Background: an optimization exercise with open tools, aiming at small area, a short achievable clock period and few clock cycles per item. Do not read the settings as production practice.
At most, simulation tests tie the RTL to the original design; equivalence was not proved.
For runs 4 to 6, only the layout was checked, not whether the RTL still works.
Power figures rest on the tool's default switching activity, not on a simulated workload.

## design/flow/config.mk

```make
export PLATFORM = sky130hd
export DESIGN_NAME = round_robin_sleep_scheduler_unit
export DESIGN_NICKNAME = round_robin_sleep_scheduler_unit
export VERILOG_FILES = /design/flow/design.v
export SDC_FILE = /design/flow/constraint.sdc
export NUM_CORES = 4
export LEC_CHECK = 0
export CAP_MARGIN = 20
export CORE_MARGIN = 2
export CORE_UTILIZATION = 40
export SLEW_MARGIN = 20
```

## design/flow/constraint.sdc

```tcl
create_clock -name core_clock -period 8.0 [get_ports {clk_i}]
set_input_delay 1.6000 -clock core_clock [delete_from_list [all_inputs] [get_ports {clk_i}]]
set_output_delay 1.6000 -clock core_clock [all_outputs]
set_load 0.01 [all_outputs]
```

## design/flow/design.v

```verilog
package rrss_pkg;
  localparam int NUM_SLOTS  = 16;
  localparam int SLOT_W     = 4;
  localparam logic [7:0] TIME_SLICE_RST = 8'd16;
  localparam logic [1:0] ACT_TICK  = 2'd0;
  localparam logic [1:0] ACT_SLEEP = 2'd1;
  localparam logic [1:0] ACT_EXIT  = 2'd2;
  localparam logic [1:0] ACT_FORK  = 2'd3;
endpackage
module round_robin_sleep_scheduler_unit (
  input  logic                clk_i,
  input  logic                rst_ni,
  input  logic                start,
  input  logic [17:0]         item_i,
  output logic                busy,
  input  logic                cfg_we_i,
  input  logic [7:0]          cfg_wdata_i,
  output logic                done_o,
  output logic [8:0]          result_o
);
  localparam int N = rrss_pkg::NUM_SLOTS;
  logic [N-1:0]  alive_q, blk_q;
  logic [15:0]   wake_q [0:N-1];
  logic [15:0]   step_q;
  logic [3:0]    cur_q;
  logic [7:0]    slice_q;
  logic [7:0]    ts_q;
  logic          done_q;
  logic [3:0]    new_slot_q;
  logic          failed_q;
  logic [1:0]    act;
  logic [15:0]   ticks;
  logic          is_tick, is_sleep, is_exit, is_fork;
  logic          step, charge, sw;
  logic [N-1:0]  cur_oh, after_cur;
  logic [N-1:0]  eq, cand, cand_hi, first_hi, first_all, pick_oh;
  logic          any_hi, any_cand;
  logic [3:0]    found_idx, pick_idx;
  logic [N-1:0]  dead, first_dead;
  logic [3:0]    dead_idx;
  logic          any_dead;
  logic [15:0]   wake_new;
  assign act      = item_i[17:16];
  assign ticks    = item_i[15:0];
  assign is_tick  = (act == rrss_pkg::ACT_TICK);
  assign is_sleep = (act == rrss_pkg::ACT_SLEEP);
  assign is_exit  = (act == rrss_pkg::ACT_EXIT);
  assign is_fork  = (act == rrss_pkg::ACT_FORK);
  assign step   = start & (is_tick | is_exit | (is_sleep & (|ticks)));
  assign charge = is_tick & (slice_q != ts_q);
  assign sw     = step & ~charge;
  always_comb begin
    for (int i = 0; i < N; i++) begin
      cur_oh[i]    = (cur_q == 4'(i));
      after_cur[i] = (4'(i) > cur_q);
      eq[i]        = (wake_q[i] == step_q);
    end
  end
  assign cand    = alive_q & (~blk_q | eq) & ~cur_oh & ~16'b1;
  assign cand_hi = cand & after_cur;
  always_comb begin
    for (int i = 0; i < N; i++) begin
      first_hi[i]   = cand_hi[i] & ~|(cand_hi & ((16'b1 << i) - 16'b1));
      first_all[i]  = cand[i] & ~|(cand & ((16'b1 << i) - 16'b1));
      first_dead[i] = dead[i] & ~|(dead & ((16'b1 << i) - 16'b1));
    end
  end
  assign any_hi   = |cand_hi;
  assign any_cand = |cand;
  always_comb begin
    found_idx = '0;
    dead_idx  = '0;
    for (int i = 0; i < N; i++) begin
      if ((any_hi ? first_hi[i] : first_all[i])) found_idx = found_idx | 4'(i);
      if (first_dead[i]) dead_idx = dead_idx | 4'(i);
    end
  end
  assign pick_oh  = any_cand ? (any_hi ? first_hi : first_all)
                             : (is_tick ? cur_oh : 16'b1);
  assign pick_idx = any_cand ? found_idx : (is_tick ? cur_q : 4'd0);
  assign dead     = ~alive_q;
  assign any_dead = |dead;
  assign wake_new = step_q + ticks;
  always_ff @(posedge clk_i or negedge rst_ni) begin
    if (!rst_ni) begin
      alive_q <= 16'b1;
      blk_q   <= '0;
    end else begin
      for (int i = 0; i < N; i++) begin
        if (step) begin
          if (cur_oh[i]) begin
            if (is_sleep) blk_q[i] <= 1'b1;
            if (is_exit) alive_q[i] <= 1'b0;
          end else if (blk_q[i] & eq[i]) begin
            blk_q[i] <= 1'b0;
          end
          if (sw & pick_oh[i]) begin
            alive_q[i] <= 1'b1;
            blk_q[i]   <= 1'b0;
          end
        end
        if (start & is_fork & first_dead[i]) begin
          alive_q[i] <= 1'b1;
        end
      end
    end
  end
  always_ff @(posedge clk_i) begin
    for (int i = 0; i < N; i++) begin
      if (cur_oh[i]) wake_q[i] <= wake_new;
    end
  end
  always_ff @(posedge clk_i or negedge rst_ni) begin
    if (!rst_ni) begin
      step_q  <= '0;
      cur_q   <= '0;
      slice_q <= '0;
      ts_q    <= rrss_pkg::TIME_SLICE_RST;
      done_q  <= 1'b0;
    end else begin
      if (cfg_we_i) ts_q <= cfg_wdata_i;
      if (step) step_q <= step_q + 16'd1;
      if (sw) begin
        cur_q   <= pick_idx;
        slice_q <= 8'd1;
      end else if (step) begin
        slice_q <= slice_q + 8'd1;
      end
      done_q <= start;
    end
  end
  always_ff @(posedge clk_i) begin
    if (start) begin
      new_slot_q <= (is_fork & any_dead) ? dead_idx : 4'd0;
      failed_q   <= is_fork & ~any_dead;
    end
  end
  assign busy     = 1'b0;
  assign done_o   = done_q;
  assign result_o = {cur_q, new_slot_q, failed_q};
endmodule
```

## design/flow/run.sh

```bash
#!/bin/bash
# synth_recipe.tcl (not shown) runs the flow's synth.tcl, then flattens the netlist and writes it again
# the make line also repeats each setting of config.mk as NAME=value (left out here)
make -C /OpenROAD-flow-scripts/flow DESIGN_CONFIG=/design/flow/config.mk WORK_HOME=/design/flow/orfs CLKGATE_MAP_FILE= SYNTH_SCRIPT=/design/flow/synth_recipe.tcl finish
```

==> impl_metrics.tcl, run 1 <==
set metrics [dict create \
    worst_slew_pin_slew_ns 1.12 \
    io_pins 41 \
    holdPathEnd "blk_q[5]" \
    root_buffer "clkbuf_16" \
    cts_setup_buffers 0 \
    fill_cells 3472 \
    die_w_um 202 \
    drc 0 \
    hp-start "blk_q[5]" \
    grt_busiest_layer "met2" \
    p_leak_nw 6.05 \
    antenna_found_initial 0 \
    drt-initial-drc-count 927 \
    ys_warn_count 2 \
    dp_hpwl_mm 28.3 \
    insertion_delay_ns 0.54 \
    synth_edf_count 245 \
    overflow 0 \
    rr_endpoint "cur_q[0]" \
    syn_inst 1221 \
    holdCritPathClass "reg2reg" \
    placed_area_sq_um 16600 \
    cp_data_required_time_ns 8.46 \
    hold_depth 2 \
    power_mw 5.72 \
    final_nets 1325 \
    slew_violations 0 \
    numCtsBuffers 35 \
    cts_hold_buf 0 \
    cts_tree "yes" \
    final_cell_area_sq_um 17700 \
    synth_fp_nets 1269 \
    h-tree-depth 2 \
    timing.final.crit_share_pct 61.8 \
    vias 10200 \
    layout_min_cycle_time_ns 4.95 \
    cp-startpoint "item_i[16]" \
    die_h_um 202 \
    finClkSkew_ns 0.0265 \
    cp-end-kind "flip-flop" \
    yosysUniqueCellTypes 91 \
    rrSetupSlack_ns 3.78 \
    slowest_delay_ns 0.83 \
    synth-seq-cells 313 \
    fmax_mhz 202 \
    core_sq_um 38600 \
    drtAntennaViolNets 0 \
    fin_tns_setup_ns 0 \
    rsz0062_at_grt "false" \
    slew_headroom_pct 24.9 \
    cts.path.max_buffers 3 \
    grt_pass1_vias 10200 \
    grt_use_met2_pct 32.4 \
    path_cells "clkdlybuf4s50_1, or4b_2, nor4_1, nor2_1, buf_4, nand2_1, nor4_4, and2_1, o21ai_0, o21ba_1, nor2_1" \
    placedCellCount 1758 \
    r2r_cells 11 \
    fin_ws_ns 3.05 \
    drt_pass1_iterations 6 \
    met3_usage_pct 3.08 \
    cpMostUsedCell "nor2_1" \
    met1_usage_pct 29.8 \
    path_max_fanout 20 \
    gp_congestion 0.938 \
    synthToLayoutAreaGrowth_pct 12.8 \
    routed_wl_mm 42.4 \
    final_cells 1821 \
    maxCapViolations 0 \
    drive_gt1_share_pct 10.9 \
    peakVddDrop_mv 0.132 \
    ys_seq_area_share_pct 57.7 \
    synthFlopType "edfxtp_1" \
    grt_pass1_wl_mm 63.9 \
    place_worst_setup_slack_ns 2.30 \
    crit_slowest_cell "clkdlybuf4s50_1" \
    row_count 72 \
    postCtsResizedCells 0 \
    antennaDiodeCount 0 \
    portBuffers 39 \
    die-area_sq_um 40800 \
    grt_max_degree 69 \
    cp-start-kind "input pin" \
    initial_core_util_pct 40.6 \
    status "finished clean" \
    wl_per_cell_um 23.3 \
    finalHoldViolCount 0 \
    worstPathArrival_ns 5.41 \
    finalSetupViolCount 0 \
    timing.rr.start "step_q[5]" \
    async_reset_ff_share_pct 21.7 \
    worstSetupPathType "in2reg" \
    grt_use_total_pct 21.0 \
    viasPerCell 5.62 \
    clk_pin_slew_ns 0.06 \
    synth_area_per_cell_sq_um 12.9 \
    p_per_area_nw_per_um2 323 \
    cts_num_sinks 313 \
    syn_area_sq_um 15700 \
]
## registers in the layout, indices dropped and copies added, names as in the netlist, 4 cells and up
register / cells
slice_q: 8
cur_q: 4
blk_q: 15
new_slot_q: 4
step_q: 16
ts_q: 8
alive_q: 16
wake_q: 240
## worst max path at each step
stage | to | slack, ns
CTS | wake_q[14][12] | 2.71
global placement | wake_q[14][12] | 2.32
finish | blk_q[11] | 3.05
detailed placement | wake_q[10][12] | 2.30
global route | wake_q[14][12] | 2.71
floorplan | wake_q[10][15] | 3.54
## stage by stage
stage	hold WS (ns)	util (%)
detailed placement	0.505	42.9
finish	0.521	45.8
global placement	0.496	42.9
CTS	0.521	45.8
global route	0.546	45.8
floorplan	0.473	-
## synth_stat cells (11+ instances only)
cell type	instances	area, sq um
ha_1	17	213
and3_1	14	87.6
nor4_1	36	225
xnor2_1	202	1770
buf_6	22	248
inv_1	33	124
nand2_1	56	210
xor2_1	71	622
a21oi_1	29	145
o21ai_0	52	260
buf_4	16	120
nand3_1	28	140
a31oi_1	12	75.1
clkbuf_1	11	41.3
dfrtp_1	66	1650
nand4_1	63	394
nor2_1	59	221
edfxtp_1	245	7360
## worst max-delay path, delay by kind of cell
kind	cells	cell delay, ns
buffers and inverters	2	1.08
AOI/OAI and AO/OA	2	0.48
and+or+nand+nor	7	2.22
## power breakdown
part           internal, mW  switching, mW
registers              2.17          0.218
logic                 0.614           1.14
clock network         0.920          0.657
## layer usage
metal	up-vias	wire [um]
met4	0	1730
met3	79	2440
met5	-	0
met2	328	18900
li1	4663	-
met1	5168	19300
## logic make-up (layout without fill, tap and decap cells)
| group | count (synthesis) | in the layout | synth area share [%] |
|---|---|---|---|
| buf+inv | 86 | 168 | 3.61 |
| other cells | 1 | 1 | 0.0239 |
| compound gates | 192 | 192 | 9.62 |
| mux | 8 | 8 | 0.574 |
| fa+ha+maj | 18 | 18 | 1.48 |
| flops | 313 | 313 | 57.7 |
| simple gates | 329 | 329 | 11.6 |
| xor+xnor | 274 | 274 | 15.3 |
## cell usage in the layout (no fill, tap or decap), types with 5 or more instances in the layout
| cell | synthesis | layout |
|---|---|---|
| clkdlybuf4s50_1 | 0 | 38 |
| ha_1 | 17 | 17 |
| clkbuf_1 | 11 | 9 |
| a31oi_1 | 12 | 12 |
| nor2_1 | 59 | 56 |
| mux2_2 | 8 | 8 |
| inv_1 | 33 | 33 |
| nor4_1 | 36 | 36 |
| a21boi_0 | 6 | 6 |
| nor2b_1 | 9 | 9 |
| xor2_1 | 71 | 70 |
| buf_4 | 16 | 34 |
| edfxtp_1 | 245 | 245 |
| a221oi_1 | 5 | 5 |
| o21ai_0 | 52 | 52 |
| nand4_1 | 63 | 63 |
| a21oi_1 | 29 | 28 |
| nand2b_1 | 8 | 8 |
| clkinv_2 | 0 | 7 |
| and2_1 | 9 | 9 |
| o41ai_2 | 7 | 7 |
| and3_1 | 14 | 14 |
| o41ai_1 | 5 | 5 |
| nor3_1 | 10 | 10 |
| o211ai_1 | 5 | 5 |
| or3_1 | 5 | 5 |
| nand3_1 | 28 | 28 |
| a32oi_1 | 5 | 5 |
| nor2_2 | 2 | 5 |
| dfrtp_1 | 66 | 66 |
| xnor2_1 | 202 | 202 |
| clkbuf_16 | 0 | 35 |
| nor3b_1 | 6 | 5 |
| nand2_1 | 56 | 56 |
## cell type report
type                       count  area [sq um]  area share (%)
timing repair buffer          72           636            3.59
sequential                   313          9060            51.2
multi-input combinational    822          6120            34.6
tap                          518           648            3.66
inverter                      33           124           0.700
clock inverter                18           184            1.04
clock buffer                  45           923            5.22
Testbench counts, summed over its fixed seeds: cycles 8,000, items 8,000.
==> inputs of run 2 (changes only) <==
--- a/design/flow/config.mk
+++ b/design/flow/config.mk
@@ -5,7 +5,9 @@
 export SDC_FILE = /design/flow/constraint.sdc
 export NUM_CORES = 4
 export LEC_CHECK = 0
+export ABC_CLOCK_PERIOD_IN_PS = 3000
 export CAP_MARGIN = 20
 export CORE_MARGIN = 2
 export CORE_UTILIZATION = 40
+export SETUP_SLACK_MARGIN = 4.5
 export SLEW_MARGIN = 20
==> impl_metrics.tcl, run 2 <==
set metrics [dict create \
    portBuffers 39 \
    finalHoldViolCount 0 \
    rsz0062_at_grt "true" \
    fmax_mhz 261 \
    drt_pass1_iterations 5 \
    worst_slew_pin_slew_ns 1.11 \
    gp_congestion 0.874 \
    slew_headroom_pct 25.6 \
    sw_frac_of_total_pct 35.9 \
    rr_endpoint "cur_q[3]" \
    biggestRegsByFlops "wake_q (240), alive_q (16), step_q (16)" \
    cp-endpoint "wake_q[9][14]" \
    core_sq_um 38600 \
    finClkSkew_ns 0.0178 \
    h-tree-depth 2 \
    final_common_cell "edfxtp_1" \
    die_w_um 202 \
    wl_per_cell_um 24.9 \
    drc 0 \
    crit_slowest_cell "fa_2" \
    grt_max_degree 69 \
    power_switching_mw 2.20 \
    finalSetupViolCount 0 \
    slew_violations 0 \
    power_frac_comb_pct 34.0 \
    top_register "wake_q" \
    vias 10700 \
    worstSetupPathType "in2reg" \
    numCtsBuffers 36 \
    drt-initial-drc-count 935 \
    grt_pass1_vias 10400 \
    r2r_cells 13 \
    worstPathArrival_ns 4.22 \
    yosysUniqueCellTypes 91 \
    path_max_fanout 7 \
    synth_area_leader_cell "edfxtp_1" \
    rrSetupSlack_ns 4.58 \
    synthToLayoutAreaGrowth_pct 21.1 \
    root_buffer "clkbuf_16" \
    cp-startpoint "item_i[0]" \
    grt_pass1_wl_mm 68.3 \
    layout_min_cycle_time_ns 3.83 \
    syn_area_sq_um 15700 \
    grt_use_total_pct 22.6 \
    slowest_delay_ns 0.38 \
    final_nets 1379 \
    dp_hpwl_mm 29.6 \
    antennaDiodeCount 0 \
    io_pins 41 \
    viasPerCell 5.72 \
    initial_core_util_pct 40.6 \
    cp-end-kind "flip-flop" \
    whs_ns 0.520 \
    die-area_sq_um 40800 \
    p_clk_share_pct 26.8 \
    cp_data_required_time_ns 8.38 \
    timing.final.crit_share_pct 47.9 \
    ys_seq_area_share_pct 57.7 \
    layout_common_cells "edfxtp_1 (245), xnor2_1 (198), xor2_1 (70)" \
    synth_area_leaders "edfxtp_1 (47%), xnor2_1 (11%), dfrtp_1 (11%)" \
    cpMostUsedCell "o21ai_2" \
    synth_edf_count 245 \
    overflow 0 \
    syn_inst 1221 \
    synthFlopType "edfxtp_1" \
    die_h_um 202 \
    status "finished clean" \
    seq_power_share_pct 39.2 \
    holdCritPathClass "reg2reg" \
    final_cells 1876 \
    timing.rr.start "step_q[6]" \
    placedCellCount 1752 \
    p_leak_nw 6.65 \
    ys_warn_count 2 \
    cts_tree "yes" \
    maxCapViolations 0 \
    insertion_delay_ns 0.54 \
    peakVddDrop_mv 0.188 \
    synth_area_per_cell_sq_um 12.9 \
    cp-start-kind "input pin" \
    async_reset_ff_share_pct 21.7 \
    synth_fp_nets 1269 \
    routed_wl_mm 46.6 \
    synth-seq-cells 313 \
    internal_power_mw 3.92 \
    p_per_area_nw_per_um2 322 \
    drtAntennaViolNets 0 \
    antenna_found_initial 1 \
    largest_register_ffs 240 \
    cts.path.max_buffers 3 \
    row_count 72 \
    yosysTopAreaCellShare_pct 46.9 \
    cts_num_sinks 313 \
    drive_gt1_share_pct 20.7 \
    fin_tns_setup_ns 0 \
    synthMostInstantiatedCell "edfxtp_1" \
    netlist_top_cells_count "edfxtp_1 (245), xnor2_1 (202), xor2_1 (71)" \
    path_cells "buf_8, ha_4, inv_2, fa_2, nor2b_2, o21ai_2, a21boi_2, o21ai_2, a21boi_2, o21ai_2, a21boi_2, o21ai_2, a2111o_1, o211ai_1, buf_4" \
    clk_pin_slew_ns 0.06 \
]
[run 2: cell counts after synthesis]
No cell type changed its count.
[run 2: stage by stage]
step | instance area (sq um) | util (%) | total power, mW | setup slack [ns]
floorplan | 15900 | - | 3.60 | 4.07
global placement | 16700 | 43.1 | 4.19 | 2.87
detailed placement | 16700 | 43.1 | 4.21 | 2.81
CTS | 18500 | 48.0 | 5.99 | 4.09
global route | 19000 | 49.2 | 6.37 | 4.06
finish | 19000 | 49.2 | 6.12 | 4.17
[run 2: worst min-delay path by stage]
stage	from	end	slack [ns]	depth (start not counted)
after global placement	blk_q[5]	blk_q[5]	0.48	2
final	blk_q[5]	blk_q[5]	0.52	2
after CTS	blk_q[5]	blk_q[5]	0.52	2
after global routing	blk_q[5]	blk_q[5]	0.54	2
after detailed placement	blk_q[5]	blk_q[5]	0.50	2
after floorplan	blk_q[5]	blk_q[5]	0.47	2
[run 2: power by group through the flow]
stage | clock network, mW | registers (mW) | logic [mW]
2_1_floorplan | 0 | 2.33 | 1.27
3_3_place_gp | 0 | 2.40 | 1.79
3_5_place_dp | 0 | 2.41 | 1.80
4_1_cts | 1.67 | 2.38 | 1.93
5_1_grt | 1.74 | 2.42 | 2.21
6_report | 1.64 | 2.40 | 2.08
[run 2: kinds of logic after synthesis]
logic type | count (synthesis) | share of synthesized area, %
muxes | 8 | 0.574
other | 1 | 0.0239
AOI/OAI and AO/OA | 192 | 9.62
buffers and inverters | 86 | 3.61
and+or+nand+nor | 329 | 11.6
adders and majority gates | 18 | 1.48
DFF | 313 | 57.7
xor gates and xnor gates | 274 | 15.3
[run 2: area by class of cell]
cell class | count | area [sq um]
fill | 3378 | 19600
sequential | 313 | 9070
multi-input combinational | 824 | 6770
timing repair buffer | 123 | 1230
clock buffer | 49 | 1000
tap | 518 | 648
clock inverter | 16 | 163
inverter | 33 | 124
[run 2: routing by layer]
layer / wire length, um / vias up / GRT usage [%]
met2: 21400 / 398 / 35.4
met3: 2670 / 100 / 3.02
met1: 21000 / 5452 / 32.6
met4: 1470 / 2 / 7.14
met5: 13 / - / 0
li1: - / 4782 / -
[run 2: repair_timing]
| action | 4_1_cts | 5_1_grt |
|---|---|---|
| cloned | 4 | 1 |
| gates resized for setup | 96 | 60 |
| endpoints found under the setup margin | 241 | 145 |
| setup buffers | 28 | 26 |
| hold buffers | 0 | 0 |
| pin swaps | 34 | 43 |
[run 2: worst max-delay path: cells and delay by family]
family | cells | cell delay (ns)
AOI/OAI and AO/OA | 9 | 1.53
adders and majority gates | 2 | 0.51
buffers and inverters | 3 | 0.39
and+or+nand+nor | 1 | 0.16
==> inputs of run 3 (changes only) <==
--- a/design/flow/config.mk
+++ b/design/flow/config.mk
@@ -5,9 +5,9 @@
 export SDC_FILE = /design/flow/constraint.sdc
 export NUM_CORES = 4
 export LEC_CHECK = 0
-export ABC_CLOCK_PERIOD_IN_PS = 3000
+export ABC_CLOCK_PERIOD_IN_PS = 2500
 export CAP_MARGIN = 20
 export CORE_MARGIN = 2
-export CORE_UTILIZATION = 40
-export SETUP_SLACK_MARGIN = 4.5
+export CORE_UTILIZATION = 60
+export SETUP_SLACK_MARGIN = 5
 export SLEW_MARGIN = 20
==> impl_metrics.tcl, run 3 <==
set metrics [dict create \
    p_per_area_nw_per_um2 320 \
    ys_warn_count 2 \
    peakVddDrop_mv 0.274 \
    syn_area_sq_um 15700 \
    worst_slew_pin_slew_ns 1.07 \
    synthToLayoutAreaGrowth_pct 33.0 \
    final_nets 1517 \
    die_h_um 166 \
    initial_core_util_pct 60.7 \
    grt_max_degree 69 \
    drtAntennaViolNets 0 \
    cp-start-kind "input pin" \
    synthFlopType "edfxtp_1" \
    drt-initial-drc-count 1251 \
    vias 11600 \
    routed_wl_mm 48.0 \
    ys_seq_area_share_pct 57.7 \
    crit_slowest_cell "fa_2" \
    rrSetupSlack_ns 4.68 \
    holdPathEnd "ts_q[6]" \
    drive_gt1_share_pct 35.2 \
    synth_edf_count 245 \
    worstPathArrival_ns 4.02 \
    overflow 0 \
    path_cells "buf_8, ha_4, inv_2, fa_2, nor2b_2, o21ai_2, a21boi_2, o21ai_2, a21boi_2, o21ai_2, a21boi_2, o21ai_2, a2111o_1, o211ai_1, buf_4" \
    viasPerCell 6.34 \
    drt_pass1_iterations 6 \
    async_reset_ff_share_pct 21.7 \
    biggestRegsByFlops "wake_q (240), alive_q (16), step_q (16)" \
    netlist_top_cells_count "edfxtp_1 (245), xnor2_1 (202), xor2_1 (71)" \
    cp_top_family "compound AO/OA/AOI/OAI gates" \
    r2r_cells 13 \
    io_pins 41 \
    gp_congestion 0.915 \
    h-tree-depth 2 \
    path_max_fanout 8 \
    rsz0062_at_grt "true" \
    wl_per_cell_um 26.2 \
    root_buffer "clkbuf_16" \
    grt_use_total_pct 33.4 \
    dp_hpwl_mm 28.5 \
    numCtsBuffers 35 \
    cts_tree "yes" \
    die-area_sq_um 27500 \
    timing.final.crit_share_pct 45.9 \
    finalHoldViolCount 0 \
    antennaDiodeCount 0 \
    final_cell_area_sq_um 20900 \
    maxCapViolations 0 \
    finClkSkew_ns 0.0186 \
    fin_util_pct 80.8 \
    placedCellCount 1567 \
    path_depth 15 \
    final_common_cell "edfxtp_1" \
    yosysUniqueCellTypes 91 \
    grt_pass1_wl_mm 68.3 \
    slowest_delay_ns 0.38 \
    cp-end-kind "flip-flop" \
    synth_area_per_cell_sq_um 12.9 \
    placed_area_sq_um 16500 \
    syn_inst 1221 \
    row_count 59 \
    finalSetupViolCount 0 \
    final_cells 1829 \
    fin_tns_setup_ns 0 \
    synth_area_leaders "edfxtp_1 (47%), xnor2_1 (11%), dfrtp_1 (11%)" \
    power_mw 6.67 \
    die_w_um 166 \
    drc 0 \
    grt_pass1_vias 10900 \
    synth_area_leader_cell "edfxtp_1" \
    synth-seq-cells 313 \
    timing.rr.start "step_q[6]" \
    cp_data_required_time_ns 8.35 \
    rr_endpoint "cur_q[0]" \
    fmax_mhz 272 \
    portBuffers 39 \
    synth_fp_nets 1269 \
    hold_depth 1 \
    largest_register_ffs 240 \
    cpMostUsedCell "o21ai_2" \
    slew_headroom_pct 28.0 \
    synthMostInstantiatedCell "edfxtp_1" \
    insertion_delay_ns 0.51 \
    layout_min_cycle_time_ns 3.67 \
    clk_pin_slew_ns 0.06 \
    p_leak_nw 7.64 \
    slew_violations 0 \
    hp-start "ts_q[6]" \
    status "finished clean" \
    crit_buf_inv 3 \
    top_register "wake_q" \
    layout_common_cells "edfxtp_1 (245), xnor2_1 (184), buf_4 (146)" \
    antenna_found_initial 0 \
    worstSetupPathType "in2reg" \
    cts_num_sinks 313 \
    holdCritPathClass "reg2reg" \
    yosysTopAreaCellShare_pct 46.9 \
    cts.path.max_buffers 3 \
    core_sq_um 25800 \
]
[run 3: what timing repair did]
item                                    4_1_cts  5_1_grt
hold buffers                                  0        0
gates resized for setup                     244      149
gates cloned                                  5        3
setup buffers                               101       91
endpoints found under the setup margin      288      229
hold endpoints to repair                      0        0
pin swaps                                    70       76
[run 3: metal layers]
metal,GRT usage [%],share of wire (%)
met2,51.8,46
met1,46.9,39
met3,7.08,10
met4,12.6,4.5
met5,0,0
[run 3: area by class of cell]
cell class,count,area [sq um]
sequential,313,9080
clock inverter,20,133
timing repair buffer,263,2680
tap,335,419
fill,1458,4970
inverter,33,128
clock buffer,42,932
multi-input combinational,823,7500
[run 3: how the worst max path moves through the flow]
stage,slack (ns),end,startpoint
final,4.33,wake_q[12][14],item_i[0]
after global placement,2.91,wake_q[12][15],item_i[1]
after floorplan,4.07,wake_q[10][14],item_i[0]
after detailed placement,2.83,wake_q[12][15],item_i[1]
after CTS,4.29,wake_q[12][14],item_i[0]
after global routing,4.21,wake_q[12][14],item_i[0]
[run 3: where the power goes]
group          switching, mW  internal [mW]
clock network          0.634          0.864
logic                   1.60           1.18
registers              0.214           2.18
[run 3: stage by stage]
| step | hold slack (ns) | setup slack (ns) |
|---|---|---|
| 6_report | 0.533 | 4.33 |
| 5_1_grt | 0.545 | 4.21 |
| 2_1_floorplan | 0.482 | 4.07 |
| 3_3_place_gp | 0.493 | 2.91 |
| 3_5_place_dp | 0.519 | 2.83 |
| 4_1_cts | 0.533 | 4.29 |
[run 3: logic make-up (layout without fill, tap and decap cells)]
kind of cell,after synthesis,after routing,synth area share (%)
other,1,1,0.0239
adder cells (fa/ha/maj),18,18,1.48
flip-flops,313,313,57.7
buffers and inverters,86,358,3.61
AO/OA/AOI/OAI,192,192,9.62
XOR/XNOR,274,274,15.3
multiplexers,8,8,0.574
AND/OR/NAND/NOR,329,330,11.6
==> inputs of run 4 (changes only) <==
--- a/design/flow/design.v
+++ b/design/flow/design.v
@@ -22,6 +22,9 @@
   logic [N-1:0]  alive_q, blk_q;
   logic [15:0]   wake_q [0:N-1];
   logic [15:0]   step_q;
+  logic [15:0]   ticks_q;
+  logic [3:0]    last_q;
+  logic          tone_q;
   logic [3:0]    cur_q;
   logic [7:0]    slice_q;
   logic [7:0]    ts_q;
@@ -32,7 +35,7 @@
   logic [15:0]   ticks;
   logic          is_tick, is_sleep, is_exit, is_fork;
   logic          step, charge, sw;
-  logic [N-1:0]  cur_oh, after_cur;
+  logic [N-1:0]  cur_oh, after_cur, last_oh;
   logic [N-1:0]  eq, cand, cand_hi, first_hi, first_all, pick_oh;
   logic          any_hi, any_cand;
   logic [3:0]    found_idx, pick_idx;
@@ -53,7 +56,8 @@
     for (int i = 0; i < N; i++) begin
       cur_oh[i]    = (cur_q == 4'(i));
       after_cur[i] = (4'(i) > cur_q);
-      eq[i]        = (wake_q[i] == step_q);
+      last_oh[i]   = (last_q == 4'(i));
+      eq[i]        = last_oh[i] ? tone_q : (wake_q[i] == step_q);
     end
   end
   assign cand    = alive_q & (~blk_q | eq) & ~cur_oh & ~16'b1;
@@ -80,7 +84,7 @@
   assign pick_idx = any_cand ? found_idx : (is_tick ? cur_q : 4'd0);
   assign dead     = ~alive_q;
   assign any_dead = |dead;
-  assign wake_new = step_q + ticks;
+  assign wake_new = step_q + ticks_q - 16'd1;
   always_ff @(posedge clk_i or negedge rst_ni) begin
     if (!rst_ni) begin
       alive_q <= 16'b1;
@@ -106,8 +110,17 @@
     end
   end
   always_ff @(posedge clk_i) begin
+    ticks_q <= ticks;
+    tone_q  <= (ticks == 16'd1);
     for (int i = 0; i < N; i++) begin
-      if (cur_oh[i]) wake_q[i] <= wake_new;
+      if (last_oh[i]) wake_q[i] <= wake_new;
+    end
+  end
+  always_ff @(posedge clk_i or negedge rst_ni) begin
+    if (!rst_ni) begin
+      last_q <= '0;
+    end else begin
+      last_q <= cur_q;
     end
   end
   always_ff @(posedge clk_i or negedge rst_ni) begin
--- a/design/flow/config.mk
+++ b/design/flow/config.mk
@@ -5,9 +5,9 @@
 export SDC_FILE = /design/flow/constraint.sdc
 export NUM_CORES = 4
 export LEC_CHECK = 0
-export ABC_CLOCK_PERIOD_IN_PS = 2500
+export ABC_CLOCK_PERIOD_IN_PS = 3000
 export CAP_MARGIN = 20
 export CORE_MARGIN = 2
-export CORE_UTILIZATION = 60
+export CORE_UTILIZATION = 40
 export SETUP_SLACK_MARGIN = 5
 export SLEW_MARGIN = 20
==> impl_metrics.tcl, run 4 <==
set metrics [dict create \
    status "finished clean" \
    fin_tns_setup_ns 0 \
    met2RoutedLength_mm 25.5 \
    drc 0 \
    insertion_delay_ns 0.54 \
    power_mw 7.10 \
    fmax_mhz 303 \
    synthFlopType "edfxtp_1" \
    root_buffer "clkbuf_16" \
    yosysTopAreaCellShare_pct 44.3 \
    io_pins 41 \
    overflow 0 \
    die-area_sq_um 43200 \
    ys_seq_area_share_pct 57.2 \
    synth_area_per_cell_sq_um 12.0 \
    topRoutingLayerUsed "met4" \
    cts_num_sinks 334 \
    peakVddDrop_mv 0.419 \
    numCtsBuffers 36 \
    drt-initial-drc-count 1199 \
    worstSetupPathType "reg2reg" \
    synthToLayoutAreaGrowth_pct 34.8 \
    synth_edf_count 245 \
    gp_congestion 0.968 \
    synth-seq-cells 334 \
    synthMostInstantiatedCell "xnor2_1" \
    cp_data_required_time_ns 8.42 \
    core_sq_um 40900 \
    wl_met1_mm 21.6 \
    viasPerCell 5.73 \
    holdCritPathClass "reg2reg" \
    final_common_cell "edfxtp_1" \
    finalHoldViolCount 0 \
    row_count 74 \
    timing.final.crit_share_pct 41.2 \
    p_per_area_nw_per_um2 317 \
    vias 12500 \
    wl_per_cell_um 24.3 \
    syn_inst 1385 \
    drt_pass1_iterations 5 \
    synth_area_leader_cell "edfxtp_1" \
    die_w_um 208 \
    finClkSkew_ns 0.0214 \
    slew_headroom_pct 35.0 \
    synth_area_leaders "edfxtp_1 (44%), xnor2_1 (13%), dfrtp_1 (11%)" \
    ys_warn_count 2 \
    drive_gt1_share_pct 32.6 \
    drtAntennaViolNets 0 \
    rsz0062_at_grt "true" \
    p_leak_nw 7.94 \
    grt_max_degree 73 \
    final_nets 1684 \
    layout_common_cells "edfxtp_1 (245), xnor2_1 (238), buf_4 (142)" \
    h-tree-depth 2 \
    path_max_fanout 17 \
    dp_hpwl_mm 30.2 \
    finalSetupViolCount 0 \
    grt_use_total_pct 23.8 \
    initial_core_util_pct 40.6 \
    top_register "wake_q" \
    syn_area_sq_um 16600 \
    largest_register_ffs 240 \
    grt_pass1_wl_mm 77.7 \
    portBuffers 39 \
    antenna_found_initial 0 \
    worst_slew_pin_slew_ns 0.974 \
    die_h_um 208 \
    synth_fp_nets 1447 \
    cp-start-kind "flip-flop" \
    maxCapViolations 0 \
    layout_min_cycle_time_ns 3.30 \
    async_reset_ff_share_pct 21.6 \
    cts_tree "yes" \
    met3WireLength_mm 4.22 \
    cts.path.max_buffers 3 \
    cp-end-kind "flip-flop" \
    slew_violations 0 \
    routed_wl_mm 53.1 \
    clk_pin_slew_ns 0.06 \
    netlist_top_cells_count "xnor2_1 (249), edfxtp_1 (245), nand2_1 (87)" \
    worstPathArrival_ns 3.72 \
    antennaDiodeCount 0 \
    grt_pass1_vias 12300 \
    yosysUniqueCellTypes 88 \
]
run 4: metal layers:
layer,track usage [%],up-vias
met5,0,-
met4,7.48,0
met3,3.74,127
met2,39.7,618
met1,31.9,6292
li1,-,5474
run 4: kinds of logic after synthesis:
logic type | after synthesis | share of synthesized area (%)
compound gates | 207 | 8.54
buf+inv | 140 | 3.98
fa+ha+maj | 32 | 2.45
simple gates | 378 | 12.2
mux | 15 | 0.971
xor+xnor | 278 | 14.7
other cells | 1 | 0.0226
flops | 334 | 57.2
run 4: what timing repair did:
item | 4_1_cts | 5_1_grt
pin swaps | 121 | 59
resized for setup | 372 | 78
endpoints found under the hold margin | 0 | 0
setup buffers | 154 | 22
cloned | 8 | 2
hold buffers | 0 | 0
endpoints found under the setup margin | 203 | 133
run 4: through the flow:
step / utilization (%) / hold slack [ns] / setup WS (ns) / std cells / cell area [sq um]
after floorplan: - / 0.430 / 4.72 / 1385 / 16900
after global placement: 43.6 / 0.503 / 3.21 / 1929 / 17900
after detailed placement: 43.7 / 0.509 / 3.14 / 1930 / 17900
after CTS: 53.3 / 0.526 / 4.73 / 2158 / 21800
after global routing: 54.7 / 0.540 / 4.61 / 2182 / 22400
final: 54.7 / 0.528 / 4.70 / 2182 / 22400
run 4: report_power, final:
part           internal [mW]  total, mW  switching, mW  leakage [nW]
Combinational           1.18       2.86           1.69          4.17
Clock                   1.00       1.71          0.707         0.587
Sequential              2.36       2.53          0.167          3.19
Total                   4.54       7.10           2.56          7.94
run 4: worst paths after layout:
kind	depth (start not counted)	slack, ns	start	end
min	1	0.53	ts_q[5]	ts_q[5]
min reg2reg	1	0.53	ts_q[5]	ts_q[5]
max reg2reg	12	4.70	last_q[1]	blk_q[7]
max in group asynchronous	1	6.32	rst_ni	step_q[7]
min in group asynchronous	1	1.07	rst_ni	cur_q[3]
max	12	4.70	last_q[1]	blk_q[7]
run 4: worst max-delay path, stage by stage, from the launching register on:
cell	delay, ns
dfrtp_2	0.48
nand2b_2	0.28
or2_4	0.32
inv_6	0.17
a31oi_2	0.17
o211ai_1	0.26
a32oi_4	0.12
a211oi_4	0.47
a31oi_4	0.20
buf_6	0.16
nor2_4	0.21
a22oi_2	0.12
a22o_1	0.20
run 4: layout make-up:
type | instances | area (sq um)
Sequential cell | 334 | 9530
Timing Repair Buffer | 258 | 2670
Clock inverter | 15 | 183
Inverter | 79 | 325
Multi-Input combinational cell | 913 | 8000
Clock buffer | 51 | 1030
Fill cell | 3346 | 18500
Tap cell | 532 | 666
==> inputs of run 5 (changes only) <==
--- a/design/flow/config.mk
+++ b/design/flow/config.mk
@@ -9,5 +9,5 @@
 export CAP_MARGIN = 20
 export CORE_MARGIN = 2
 export CORE_UTILIZATION = 40
-export SETUP_SLACK_MARGIN = 5
+export SETUP_SLACK_MARGIN = 4.5
 export SLEW_MARGIN = 20
==> impl_metrics.tcl, run 5 <==
set metrics [dict create \
    muxShareOfSynthArea_pct 0.971 \
    overflow 0 \
    synth_top_family_by_area "XOR/XNOR gates" \
    fmax_mhz 286 \
    timing.final.crit_share_pct 43.7 \
    portBuffers 39 \
    placedCellCount 1939 \
    whs_ns 0.491 \
    path_max_fanout 26 \
    h-tree-depth 2 \
    synth_area_leaders "edfxtp_1 (44%), xnor2_1 (13%), dfrtp_1 (11%)" \
    layout_min_cycle_time_ns 3.50 \
    wl_per_cell_um 23.7 \
    largest_register_ffs 240 \
    synthToLayoutAreaGrowth_pct 20.6 \
    hold_depth 1 \
    power_mw 6.32 \
    drt_pass1_iterations 5 \
    synthFlopType "edfxtp_1" \
    synth_adder_area_share_pct 2.45 \
    ys_warn_count 2 \
    fin_ws_ns 4.50 \
    cp-start-kind "flip-flop" \
    grt_pass1_wl_mm 71.8 \
    antenna_found_initial 1 \
    status "finished clean" \
    cts_tree "yes" \
    finalHoldViolCount 0 \
    placed_area_sq_um 17700 \
    worst_slew_pin_slew_ns 0.986 \
    holdCritPathClass "reg2reg" \
    routed_wl_mm 48.7 \
    yosysTopAreaCellShare_pct 44.3 \
    insertion_delay_ns 0.53 \
    async_reset_ff_share_pct 21.6 \
    syn_inst 1385 \
    grt_pass1_vias 11400 \
    worstPathArrival_ns 3.90 \
    cp-end-kind "flip-flop" \
    drt-initial-drc-count 1150 \
    rsz0062_at_grt "true" \
    initial_core_util_pct 40.6 \
    finalSetupViolCount 0 \
    slew_headroom_pct 34.2 \
    row_count 74 \
    final_cells 2061 \
    vias 11600 \
    slew_violations 0 \
    synthXorXnorAreaFrac_pct 14.7 \
    numCtsBuffers 37 \
    synth-compound-area-share_pct 8.54 \
    worstSetupPathType "reg2reg" \
    cp_data_required_time_ns 8.40 \
    gp_congestion 0.970 \
    synthMostInstantiatedCell "xnor2_1" \
    synth_edf_count 245 \
    cts.path.max_buffers 3 \
    final_common_cell "xnor2_1" \
    antennaDiodeCount 0 \
    grt_max_degree 73 \
    p_leak_nw 6.98 \
    layout_common_cells "xnor2_1 (247), edfxtp_1 (245), nand2_1 (84)" \
    viasPerCell 5.64 \
    ys_seq_area_share_pct 57.2 \
    fin_util_pct 49.0 \
    drc 0 \
    grt_use_total_pct 22.0 \
    final_nets 1563 \
    maxCapViolations 0 \
    clk_pin_slew_ns 0.06 \
    core_sq_um 40900 \
    die_h_um 208 \
    yosysUniqueCellTypes 88 \
    die_w_um 208 \
    p_per_area_nw_per_um2 315 \
    cts_hold_buf 0 \
    r2r_cells 12 \
    die-area_sq_um 43200 \
    dp_hpwl_mm 29.9 \
    synth_fp_nets 1447 \
    synth_area_leader_cell "edfxtp_1" \
    synth_area_per_cell_sq_um 12.0 \
    netlist_top_cells_count "xnor2_1 (249), edfxtp_1 (245), nand2_1 (87)" \
    io_pins 41 \
    drtAntennaViolNets 0 \
    peakVddDrop_mv 0.334 \
    syn_area_sq_um 16600 \
    fin_tns_setup_ns 0 \
    drive_gt1_share_pct 18.4 \
    cts_num_sinks 334 \
    root_buffer "clkbuf_16" \
    synth-seq-cells 334 \
    finClkSkew_ns 0.0171 \
    place_worst_setup_slack_ns 3.46 \
    synth-simple-area-share_pct 12.2 \
    final_cell_area_sq_um 20000 \
    top_register "wake_q" \
]
==> run 5: cell families after synthesis <==
group	Yosys count
other cells	1
xor+xnor	278
flops	334
compound gates	207
simple gates	378
fa+ha+maj	32
mux	15
buf+inv	140
==> run 5: path summary, 6_finish.rpt <==
kind	slack [ns]	to	from
worst max-delay path	4.50	alive_q[9]	cur_q[1]
max in group asynchronous	6.37	ts_q[4]	rst_ni
worst max register to register	4.50	alive_q[9]	cur_q[1]
min in group asynchronous	0.99	alive_q[14]	rst_ni
worst min-delay path	0.49	step_q[15]	step_q[15]
worst min register to register	0.49	step_q[15]	step_q[15]
==> run 5: cell type report <==
cell class,count,area [sq um]
Multi-Input combinational cell,913,7050
Tap cell,532,666
Inverter,79,310
Fill cell,3697,20900
Sequential cell,334,9520
Clock buffer,44,982
Clock inverter,23,150
Timing Repair Buffer,136,1360
==> run 5: power by group <==
group	switching, mW	internal [mW]	leakage [nW]	total, mW
Sequential	0.188	2.36	3.20	2.55
Combinational	1.40	0.758	3.22	2.16
Clock	0.699	0.913	0.559	1.61
==> run 5: timing repair <==
action,4_1_cts,5_1_grt
setup buffers,24,26
resized for setup,94,72
pin swaps,20,31
cloned,3,1
endpoints found under the setup margin,126,92
==> run 5: routing by layer <==
metal,wire length (um),track usage (%)
met1,21200,31.1
met3,3790,3.63
met2,22200,34.3
met4,1490,7.80
met5,13,0
==> run 5: critical path, stage by stage, from the launching register on <==
cell       delay, ns
dfrtp_1         0.37
buf_4           0.23
or4b_4          0.59
nand2_1         0.14
nor4b_2         0.08
a21oi_4         0.32
o2111ai_4       0.23
nor3_4          0.32
buf_4           0.18
buf_4           0.15
a21oi_2         0.13
a32o_1          0.32
a221o_1         0.28
==> inputs of run 6 (changes only) <==
--- a/design/flow/config.mk
+++ b/design/flow/config.mk
@@ -8,6 +8,8 @@
 export ABC_CLOCK_PERIOD_IN_PS = 3000
 export CAP_MARGIN = 20
 export CORE_MARGIN = 2
-export CORE_UTILIZATION = 40
-export SETUP_SLACK_MARGIN = 4.5
+export CORE_UTILIZATION = 50
+export CTS_BUF_LIST = sky130_fd_sc_hd__clkbuf_8
+export CTS_CLUSTER_SIZE = 30
+export SETUP_SLACK_MARGIN = 4.8
 export SLEW_MARGIN = 20
==> impl_metrics.tcl, run 6 <==
set metrics [dict create \
    grt_use_total_pct 28.6 \
    die-area_sq_um 34700 \
    gp_congestion 0.977 \
    die_h_um 186 \
    vias 12500 \
    synth-seq-cells 334 \
    seq_area_sq_um 9540 \
    numCtsBuffers 56 \
    placed_area_sq_um 17600 \
    wl_per_cell_um 24.1 \
    synth_adder_area_share_pct 2.45 \
    synth_area_per_cell_sq_um 12.0 \
    maxCapViolations 0 \
    cts_hold_buf 0 \
    yosysUniqueCellTypes 88 \
    rsz0062_at_grt "true" \
    cp_data_required_time_ns 8.48 \
    slew_headroom_pct 32.1 \
    h-tree-depth 2 \
    viasPerCell 5.85 \
    antennaDiodeCount 0 \
    top_register "wake_q" \
    cts_num_sinks 334 \
    holdCritPathClass "reg2reg" \
    r2r_cells 13 \
    layout_common_cells "edfxtp_1 (245), xnor2_1 (238), buf_4 (146)" \
    synth-compound-area-share_pct 8.54 \
    path_cells "buf_12, or4b_4, nand2_4, nor4b_2, a21oi_4, o221ai_4, buf_6, nor3_2, a31oi_1, buf_4, nor3b_4, a22oi_2, a22o_1" \
    grt_pass1_vias 11800 \
    largest_register_ffs 240 \
    fmax_mhz 308 \
    synthToLayoutAreaGrowth_pct 31.6 \
    cts_tree "yes" \
    layout_min_cycle_time_ns 3.24 \
    die_w_um 186 \
    worst_slew_pin_slew_ns 1.02 \
    p_leak_nw 7.88 \
    drc 0 \
    ys_seq_area_share_pct 57.2 \
    finClkSkew_ns 0.0288 \
    portBuffers 39 \
    slowest_delay_ns 0.55 \
    drive_gt1_share_pct 31.3 \
    routed_wl_mm 51.3 \
    final_cell_area_sq_um 21900 \
    worstSetupPathType "reg2reg" \
    synth_fp_nets 1447 \
    timing.rr.start "cur_q[3]" \
    syn_inst 1385 \
    status "finished clean" \
    initial_core_util_pct 50.9 \
    cp-start-kind "flip-flop" \
    cp-end-kind "flip-flop" \
    synthFlopType "edfxtp_1" \
    finalSetupViolCount 0 \
    root_buffer "clkbuf_8" \
    synth-simple-area-share_pct 12.2 \
    synthMostInstantiatedCell "xnor2_1" \
    final_nets 1704 \
    peakVddDrop_mv 0.482 \
    insertion_delay_ns 0.61 \
    placedCellCount 1839 \
    grt_pass1_wl_mm 74.1 \
    cp-startpoint "cur_q[3]" \
    synthXorXnorAreaFrac_pct 14.7 \
    worstPathArrival_ns 3.72 \
    synth_top_family_by_area "XOR/XNOR gates" \
    final_common_cell "edfxtp_1" \
    timing.final.crit_share_pct 40.5 \
    crit_slowest_cell "or4b_4" \
    drt_pass1_iterations 8 \
    fin_tns_setup_ns 0 \
    path_max_fanout 16 \
    overflow 0 \
    drtAntennaViolNets 0 \
    ys_warn_count 2 \
    antenna_found_initial 1 \
    netlist_top_cells_count "xnor2_1 (249), edfxtp_1 (245), nand2_1 (87)" \
    cts.path.max_buffers 3 \
    final_cells 2131 \
    grt_max_degree 73 \
    cp-endpoint "blk_q[6]" \
    power_mw 6.70 \
    row_count 66 \
    fill_cells 2395 \
    synth_area_leaders "edfxtp_1 (44%), xnor2_1 (13%), dfrtp_1 (11%)" \
    synth_area_leader_cell "edfxtp_1" \
    drt-initial-drc-count 1310 \
    rr_endpoint "blk_q[6]" \
    syn_area_sq_um 16600 \
    muxShareOfSynthArea_pct 0.971 \
    clk_pin_slew_ns 0.06 \
    p_per_area_nw_per_um2 307 \
    dp_hpwl_mm 29.7 \
    slew_violations 0 \
    yosysTopAreaCellShare_pct 44.3 \
    rrSetupSlack_ns 4.76 \
    async_reset_ff_share_pct 21.6 \
    finalHoldViolCount 0 \
    multi_input_area_sq_um 7810 \
    synth_edf_count 245 \
    io_pins 41 \
    core_sq_um 32600 \
]
run 6: cell counts after synthesis:
No cell type changed its count.
run 6: critical path, delay by kind of cell (launching register included):
family                 cells  cell delay (ns)
flip-flops                 1             0.42
buffers and inverters      3             0.51
AO/OA/AOI/OAI              5             0.97
AND/OR/NAND/NOR            5             1.22
run 6: metrics by stage:
step,utilization (%),hold slack (ns),setup WS (ns)
finish,67.1,0.524,4.76
global route,67.1,0.540,4.61
CTS,63.3,0.529,4.59
detailed placement,54.0,0.507,3.14
global placement,54.0,0.510,3.28
floorplan,-,0.430,4.72
run 6: logic make-up after synthesis:
family,count (synthesis)
other,1
flip-flops,334
AND/OR/NAND/NOR,378
multiplexers,15
adder cells (fa/ha/maj),32
AO/OA/AOI/OAI,207
buffers and inverters,140
XOR/XNOR,278
run 6: routing by layer:
layer	part of all wire (%)	track usage [%]	vias to the layer above
met4	2.8	8.09	0
met2	45	43.0	673
met5	0	0	-
met3	10	6.11	110
li1	-	-	5536
met1	42	42.0	6146
run 6: final cells by class:
type                            count  area share [%]
Inverter                           79            1.48
Sequential cell                   334            43.6
Tap cell                          442            2.53
Clock buffer                       60            3.78
Clock inverter                     45            1.04
Multi-Input combinational cell    914            35.7
Timing Repair Buffer              257            11.8
run 6: repair_timing:
action,CTS,global route
gates cloned,7,1
buffers inserted,108,70
gates resized for setup,228,163
pin swaps,58,85
setup endpoints to repair,193,124
run 6: power by group:
part,internal [mW],switching (mW)
Clock,0.727,0.703
Sequential,2.36,0.162
Combinational,1.09,1.65
run 6: worst min path at each step:
stage               from   endpoint  slack [ns]  depth (start not counted)
6_report         ts_q[6]    ts_q[6]        0.52                          1
5_1_grt          ts_q[0]    ts_q[0]        0.54                          1
4_1_cts        blk_q[14]  blk_q[14]        0.53                          1
3_5_place_dp   step_q[4]  step_q[4]        0.51                          1
3_3_place_gp   step_q[4]  step_q[4]        0.51                          1
2_1_floorplan   cur_q[2]  last_q[2]        0.43                          0

static timing again, ports no longer ideal:
No port has a modelled driver above. Below, the same layouts with a new extraction and two added sets of constraints.
Step 1 assumes that a clkbuf_16 drives the clock port and a buf_2 every other input.
Step 2 adds t to the input delays and takes it off the output delays; t is the mean of the earliest and latest rising clock arrival at the registers after step 1. Input paths then give back, and output paths get back, about the clock's delay inside the block.
Slacks: no drivers / after step 1 / after step 2; pairs: no drivers / after step 1.
run	shift t [ns]	setup slack, ns	worst hold slack (ns)	worst data-port slew with drivers (ns)
run 1	0.576	3.052 / 3.084 / 2.508	0.521 / 0.521 / 0.521	0.04
run 2	0.583	4.167 / 4.162 / 3.579	0.520 / 0.520 / 0.520	0.06
run 3	0.553	4.328 / 4.329 / 3.776	0.533 / 0.533 / 0.533	0.06
run 4	0.585	4.704 / 4.704 / 4.236	0.528 / 0.528 / 0.528	0.05
run 5	0.581	4.500 / 4.500 / 4.035	0.491 / 0.491 / 0.491	0.04
run 6	0.647	4.757 / 4.757 / 4.184	0.524 / 0.524 / 0.524	0.06
After both steps setup and hold are still met in every run listed. The setup slack of run 2, which loses most, moves by -0.005 ns with the drivers and by -0.588 ns with both steps.
